This design comes from an exercise in tuning for small area, a short achievable clock period and few clock cycles per item on the open sky130 flow, not from production work. Function was not checked in any run shown here: the RTL went through the layout flow alone.

==> flow/design.v, too long to show whole: its modules and the start of the top module <==
// module trans_chroma_pipe: 1888 lines
module trans_chroma_pipe (
  input  logic        clk,
  input  logic        rst_n,
  input  logic        in_valid,
  output logic        in_ready,
  input  logic [7:0]  y_in,
  input  logic [15:0] c_in,
  output logic [7:0]  lut_y,
  output logic        lut_rd_en,
  input  logic [39:0] lut_mean,
  input  logic [39:0] lut_width,
  output logic        out_valid,
  input  logic        out_ready,
  output logic [39:0] out_data
);
  // ...
==> flow/run.sh <==
#!/bin/bash
# synth_recipe.tcl (not shown) runs the flow's synth.tcl, then flattens the netlist and writes it again
# the make line also repeats each setting of config.mk as NAME=value (left out here)
make -C /OpenROAD-flow-scripts/flow DESIGN_CONFIG=/design/flow/config.mk WORK_HOME=/design/flow/orfs CLKGATE_MAP_FILE= SYNTH_SCRIPT=/design/flow/synth_recipe.tcl finish
==> flow/config.mk <==
export PLATFORM = sky130hd
export DESIGN_NAME = trans_chroma_pipe
export DESIGN_NICKNAME = trans_chroma_pipe
export VERILOG_FILES = /design/flow/design.v
export SDC_FILE = /design/flow/constraint.sdc
export NUM_CORES = 4
export LEC_CHECK = 0
export CAP_MARGIN = 20
export CORE_MARGIN = 2
export CORE_UTILIZATION = 40
export SLEW_MARGIN = 20
==> flow/constraint.sdc <==
create_clock -name core_clock -period 7.0 [get_ports {clk}]
set_input_delay 1.4000 -clock core_clock [delete_from_list [all_inputs] [get_ports {clk}]]
set_output_delay 1.4000 -clock core_clock [all_outputs]
set_load 0.01 [all_outputs]
==> flow_summary_export.csv, run 1 <==
group,metric,value,unit
timing,hold_slack,0.480,ns
cells_and_area,largest_cell_class,"multi-input gates",
logic_synthesis,synthSimpleGateAreaFrac,0.0554,
logic_synthesis,ys_top_cells_by_area,"edfxtp_1 (32%), fa_1 (19%), xnor2_1 (12%)",
routing,wl_met2,28400,um
grt,grt_antenna_before_repair,4,
routing,m1WireLength,28800,um
routing,drtAntennaViolNets,0,
cells_and_area,multi_input_area,15100,um^2
die,start_util,0.405,
die,coreArea,61700,um^2
timing,maxSlewViolCount,0,
worst_setup_path,path_class,"in -> out",
worst_setup_path,worstPathMaxFanout,54,
die,pin_count,159,
routing,routed_via_density,5.42,
timing,relSlewSlack,0.253,
die,die_x,254,um
timing,fin_ws,2.45,ns
worst_setup_path,critPathMaxStageDelay,0.67,ns
cells_and_area,final-nonclk-buf-share,0.0641,
timing,setup_violations,0,
placed_design,dp_hpwl,45500,um
outcome,outcome,"no timing/DRC/antenna violations",
die,tap_cells,837,
routing,wl_met3,4720,um
worst_setup_path,worstRegToRegCells,10,
routing,top_layer,"met5",
cells_and_area,nClkBuffers,38,
==> inputs of run 2 (changes only) <==
--- a/flow/design.v
+++ b/flow/design.v
@@ -17,24 +17,26 @@
   logic [3:0] v_q;
   logic [15:0] c0_q;
   logic p0_q;
   logic [39:0] out_q;
   logic [19:0] dq0;
   logic [9:0] oneq0;
   logic [9:0] twoq0;
   logic [9:0] negq0;
-  logic [27:0] raq0;
-  logic [27:0] rbq0;
+  logic [19:0] raq0;
+  logic [19:0] rbq0;
+  logic lcq0;
   logic [19:0] dq1;
   logic [9:0] oneq1;
   logic [9:0] twoq1;
   logic [9:0] negq1;
-  logic [27:0] raq1;
-  logic [27:0] rbq1;
+  logic [19:0] raq1;
+  logic [19:0] rbq1;
+  logic lcq1;
   logic [19:0] me0;
   logic [19:0] we0;
   logic [19:0] d0;
   logic [9:0] one0;
   logic [9:0] two0;
   logic [9:0] neg0;
   logic [20:0] pp0_0;
   logic [20:0] pp0_1;
@@ -339,17 +341,17 @@
   logic s0_291;
   logic k0_292;
   logic s0_293;
   logic k0_294;
   logic s0_295;
   logic k0_296;
   logic [27:0] ra0;
   logic [27:0] rb0;
-  logic [27:0] sm0;
+  logic lc0;
   logic [19:0] res0;
   logic [19:0] me1;
   logic [19:0] we1;
   logic [19:0] d1;
   logic [9:0] one1;
   logic [9:0] two1;
   logic [9:0] neg1;
   logic [20:0] pp1_0;
@@ -655,17 +657,17 @@
   logic s1_587;
   logic k1_588;
   logic s1_589;
   logic k1_590;
   logic s1_591;
   logic k1_592;
   logic [27:0] ra1;
   logic [27:0] rb1;
-  logic [27:0] sm1;
+  logic lc1;
   logic [19:0] res1;
   assign stall     = v_q[3] & ~out_ready;
   assign in_ready  = ~stall;
   assign lut_rd_en = ~stall;
   assign lut_y     = y_in;
   assign out_valid = v_q[3];
   assign out_data  = out_q;
   assign me0 = p0_q ? 20'h06D00 : lut_mean[0+:20];
@@ -1258,18 +1260,18 @@
   assign ra0[24] = k0_288;
   assign rb0[24] = s0_289;
   assign ra0[25] = k0_290;
   assign rb0[25] = s0_291;
   assign ra0[26] = k0_292;
   assign rb0[26] = s0_293;
   assign ra0[27] = k0_294;
   assign rb0[27] = s0_295;
-  assign sm0 = raq0 + rbq0;
-  assign res0 = sm0[27:8];
+  assign lc0 = ({1'b0, ra0[7:0]} + {1'b0, rb0[7:0]}) >> 8;
+  assign res0 = raq0 + rbq0 + {19'b0, lcq0};
   assign me1 = p0_q ? 20'h06D00 : lut_mean[20+:20];
   assign we1 = p0_q ? 20'h00100 : lut_width[20+:20];
   assign d1 = {4'b0, c0_q[8+:8], 8'b0} - me1;
   assign one1[0] = we1[0] ^ 1'b0;
   assign two1[0] = (we1[1] & ~we1[0] & ~1'b0) | (~we1[1] & we1[0] & 1'b0);
   assign neg1[0] = we1[1];
   assign one1[1] = we1[2] ^ we1[1];
   assign two1[1] = (we1[3] & ~we1[2] & ~we1[1]) | (~we1[3] & we1[2] & we1[1]);
@@ -1855,34 +1857,36 @@
   assign ra1[24] = k1_584;
   assign rb1[24] = s1_585;
   assign ra1[25] = k1_586;
   assign rb1[25] = s1_587;
   assign ra1[26] = k1_588;
   assign rb1[26] = s1_589;
   assign ra1[27] = k1_590;
   assign rb1[27] = s1_591;
-  assign sm1 = raq1 + rbq1;
-  assign res1 = sm1[27:8];
+  assign lc1 = ({1'b0, ra1[7:0]} + {1'b0, rb1[7:0]}) >> 8;
+  assign res1 = raq1 + rbq1 + {19'b0, lcq1};
   always_ff @(posedge clk or negedge rst_n) begin
     if (!rst_n) v_q <= '0;
     else if (!stall) v_q <= {v_q[2:0], in_valid};
   end
   always_ff @(posedge clk) begin
     if (!stall) begin
       c0_q <= c_in;
       p0_q <= (y_in >= 8'd125) && (y_in <= 8'd188);
       dq0 <= d0;
       oneq0 <= one0;
       twoq0 <= two0;
       negq0 <= neg0;
-      raq0 <= ra0;
-      rbq0 <= rb0;
+      raq0 <= ra0[27:8];
+      rbq0 <= rb0[27:8];
+      lcq0 <= lc0;
       dq1 <= d1;
       oneq1 <= one1;
       twoq1 <= two1;
       negq1 <= neg1;
-      raq1 <= ra1;
-      rbq1 <= rb1;
+      raq1 <= ra1[27:8];
+      rbq1 <= rb1[27:8];
+      lcq1 <= lc1;
       out_q <= {res1, res0};
     end
   end
 endmodule
==> run 2 against run 1 <==
Global-route usage decreased by 0.72 points. Sequential cell count shrank 28. Clock-buffer cell count fell by 1. Cell count shrank 2.5%. Clock skew hardly changed. Routed wire length shrank 6.0%. First-iteration DRC count grew 1.2%.
==> flow_summary_export.csv, run 2 <==
group,metric,value,unit
worst_setup_path,path_class,"in -> out",
logic_synthesis,synth_area_leader_cell,"edfxtp_1",
timing,maxSlewViolCount,0,
timing,period_share,0.647,
logic_synthesis,yosys-top-cells-count,"a22oi_1 (318), xnor2_1 (318), inv_1 (282)",
die,die_h,251,um
die,pin_count,159,
worst_setup_path,critPathMaxStageDelay,0.75,ns
worst_setup_path,slowest_stage,"clkdlybuf4s50_1",
worst_setup_path,r2r_end,"rbq0[13]",
logic_synthesis,syn_inst,2304,
logic_synthesis,synth_seq_cells,243,
clocking,cts_resized,0,
routing,routed_via_density,5.38,
cells_and_area,layout_common_cells,"a22oi_1 (318), xnor2_1 (318), inv_1 (282)",
cells_and_area,top_register,"out_q",
clocking,cts_sinks,243,
min_path,hold_end,"v_q[3]",
worst_setup_path,cp_cell_sequence,"clkdlybuf4s50_1 -> nand2b_4 -> clkdlybuf4s50_1",
worst_setup_path,worstPathMaxFanout,44,
logic_synthesis,synthArstFlopShare,0.0165,
cells_and_area,postLayoutCoreUtil,0.452,
clocking,cts_buffer_depth,3,
routing,dr.first_iter.drc_count,1379,
min_path,hold_path.class,"reg -> reg",
routing,drc,0,
logic_synthesis,ys_top_cells_by_area,"edfxtp_1 (29%), fa_1 (20%), xnor2_1 (11%)",
timing,relSlewSlack,0.220,
grt,grt_antenna_before_repair,2,
clocking,cts_tree,"yes",
grt,grt_pass1_vias,17701,
grt,grt_usage,0.193,
grt,grt_max_degree,97,
worst_setup_path,cp.required,5.60,ns
logic_synthesis,synth_edf_count,239,
placed_design,io_buffers,158,
timing,fin_skew,0.0144,ns
placed_design,gp_congestion,0.850,
routing,via_count,16826,
placed_design,dp_hpwl,43600,um
routing,wl_per_cell,19.1,um
timing,fin_setup_tns,0,ns
outcome,outcome,"no timing/DRC/antenna violations",
routing,drtAntennaViolNets,0,
timing,fmax,221,MHz
die,coreArea,60200,um^2
die,die_x,251,um
logic_synthesis,yosysTopAreaCellShare,0.295,
cells_and_area,layout-drive-gt1-share,0.0499,
clocking,postCtsSetupRepairBufs,0,
timing,tightest_slew,1.17,ns
cells_and_area,nets,2783,
cells_and_area,largest_reg_flops,40,
timing,hold_violations,0,
min_path,hp-start,"v_q[2]",
logic_synthesis,yosys_warnings,1,
logic_synthesis,ys_seq_area_frac,0.299,
die,start_util,0.404,
worst_setup_path,worstReg2RegStart,"negq0[4]",
logic_synthesis,synth_ff_type,"edfxtp_1",
worst_setup_path,worstRegToRegCells,10,
clocking,cts_root_buf,"clkbuf_16",
logic_synthesis,avgSynthCellArea,10.6,um^2
cells_and_area,syn_to_final_growth,12.0,%
grt,grt_pass1_wl,97400,um
worst_setup_path,reg2reg_slack,2.54,ns
clocking,cts_hold_buf,0,
worst_setup_path,cp_common_cell,"clkdlybuf4s50_1",
grt,grt_overflow_total,0,
clocking,clk_pin_slew,0.06,ns
worst_setup_path,startpoint_type,"input pin",
cells_and_area,antenna_cells,0,
timing,setup_violations,0,
clocking,cts-buffers-inserted,30,
worst_setup_path,arrival,3.13,ns
routing,drtPass1Iterations,5,
timing,grt_setup_unrepaired,"no",
timing,final.min_clock_period,4.53,ns
clocking,cts_max_level,1,
logic_synthesis,synth_area,24300,um^2
job,max-cap-violations,0,
logic_synthesis,ys_types,66,
die,fp-row-count,90,
logic_synthesis,synthesis.nets,2766,
min_path,worstHoldPathCells,1,
routing,wirelength,59700,um
worst_setup_path,end_kind,"primary output",
clocking,clk_latency,0.60,ns
die,die-area,62800,um^2
## run 2: changes by cell type in the layout (fill, tap and decap cells not counted), sizes merged, moves of 6 or more
cell | before | now
edfxtp | 267 | 239
inv | 272 | 287
nor2 | 94 | 77
xnor2 | 331 | 318
a31oi | 5 | 11
## run 2: worst max path at each step
stage	from	endpoint	cells past startpoint
global route	out_ready	lut_rd_en	3
global placement	out_ready	lut_rd_en	3
finish	out_ready	lut_rd_en	3
CTS	out_ready	lut_rd_en	3
floorplan	out_ready	lut_rd_en	2
detailed placement	out_ready	lut_rd_en	3
## run 2: logic make-up after synthesis
family                     share of synthesized area
AOI/OAI and AO/OA                              0.151
buffers and inverters                         0.0766
xor gates and xnor gates                       0.158
adders and majority gates                      0.257
and+or+nand+nor                               0.0568
DFF                                            0.299
muxes                                        0.00180
## run 2: layout make-up
class                      count  area, um^2
tap                          782         978
inverter                     289        1080
sequential                   243        7280
multi-input combinational   1576       15200
clock buffer                  37         798
clock inverter                18         169
fill                        5534       33000
timing repair buffer         181        1750
## run 2: layer usage
metal,vias to the layer above,track usage,wire length [um]
li1,7840,-,-
met1,8353,0.277,27300
met2,542,0.301,27200
met3,87,0.0295,3820
met4,4,0.0556,1340
met5,-,0,24
## run 2: stage by stage
step | cells | cell area (um^2) | setup slack [ns] | hold WS, ns
after floorplan | 2304 | 24300 | 0.633 | 0.430
after detailed placement | 3071 | 26300 | 2.40 | 0.455
after CTS | 3126 | 27300 | 2.40 | 0.470
after global placement | 3071 | 26300 | 2.43 | 0.439
after global routing | 3126 | 27300 | 2.38 | 0.500
final | 3126 | 27300 | 2.47 | 0.469
## run 2: worst max-delay path, delay by kind of cell
kind,cells,cell delay [ns]
buffers and inverters,2,1.20
AND/OR/NAND/NOR,1,0.50

==> port drivers added, routing unchanged <==
The results above use ideal ports. As a check the final layouts listed here were re-extracted and re-timed, cells and wires unchanged.
Step 1, drivers: a clkbuf_16 drives clk and a buf_2 each remaining input, both assumed.
Step 2, shift: input delay + t, output delay - t, t = (earliest + latest rising clock arrival at the registers) / 2. This alone moves slack from input paths to output paths.
a / b / c = ideal / step 1 / step 2; a / b = the first two.
run | t, ns | setup slack, ns | hold slack, ns | worst setup path at the end | cell pins on the clock port's net
run 1 | 0.597 | 2.446 / 2.422 / 2.422 | 0.480 / 0.480 / 0.480 | input to output | 1
run 2 | 0.645 | 2.472 / 2.448 / 2.448 | 0.469 / 0.469 / 0.469 | input to output | 1
After both steps setup and hold are still met in every run listed.
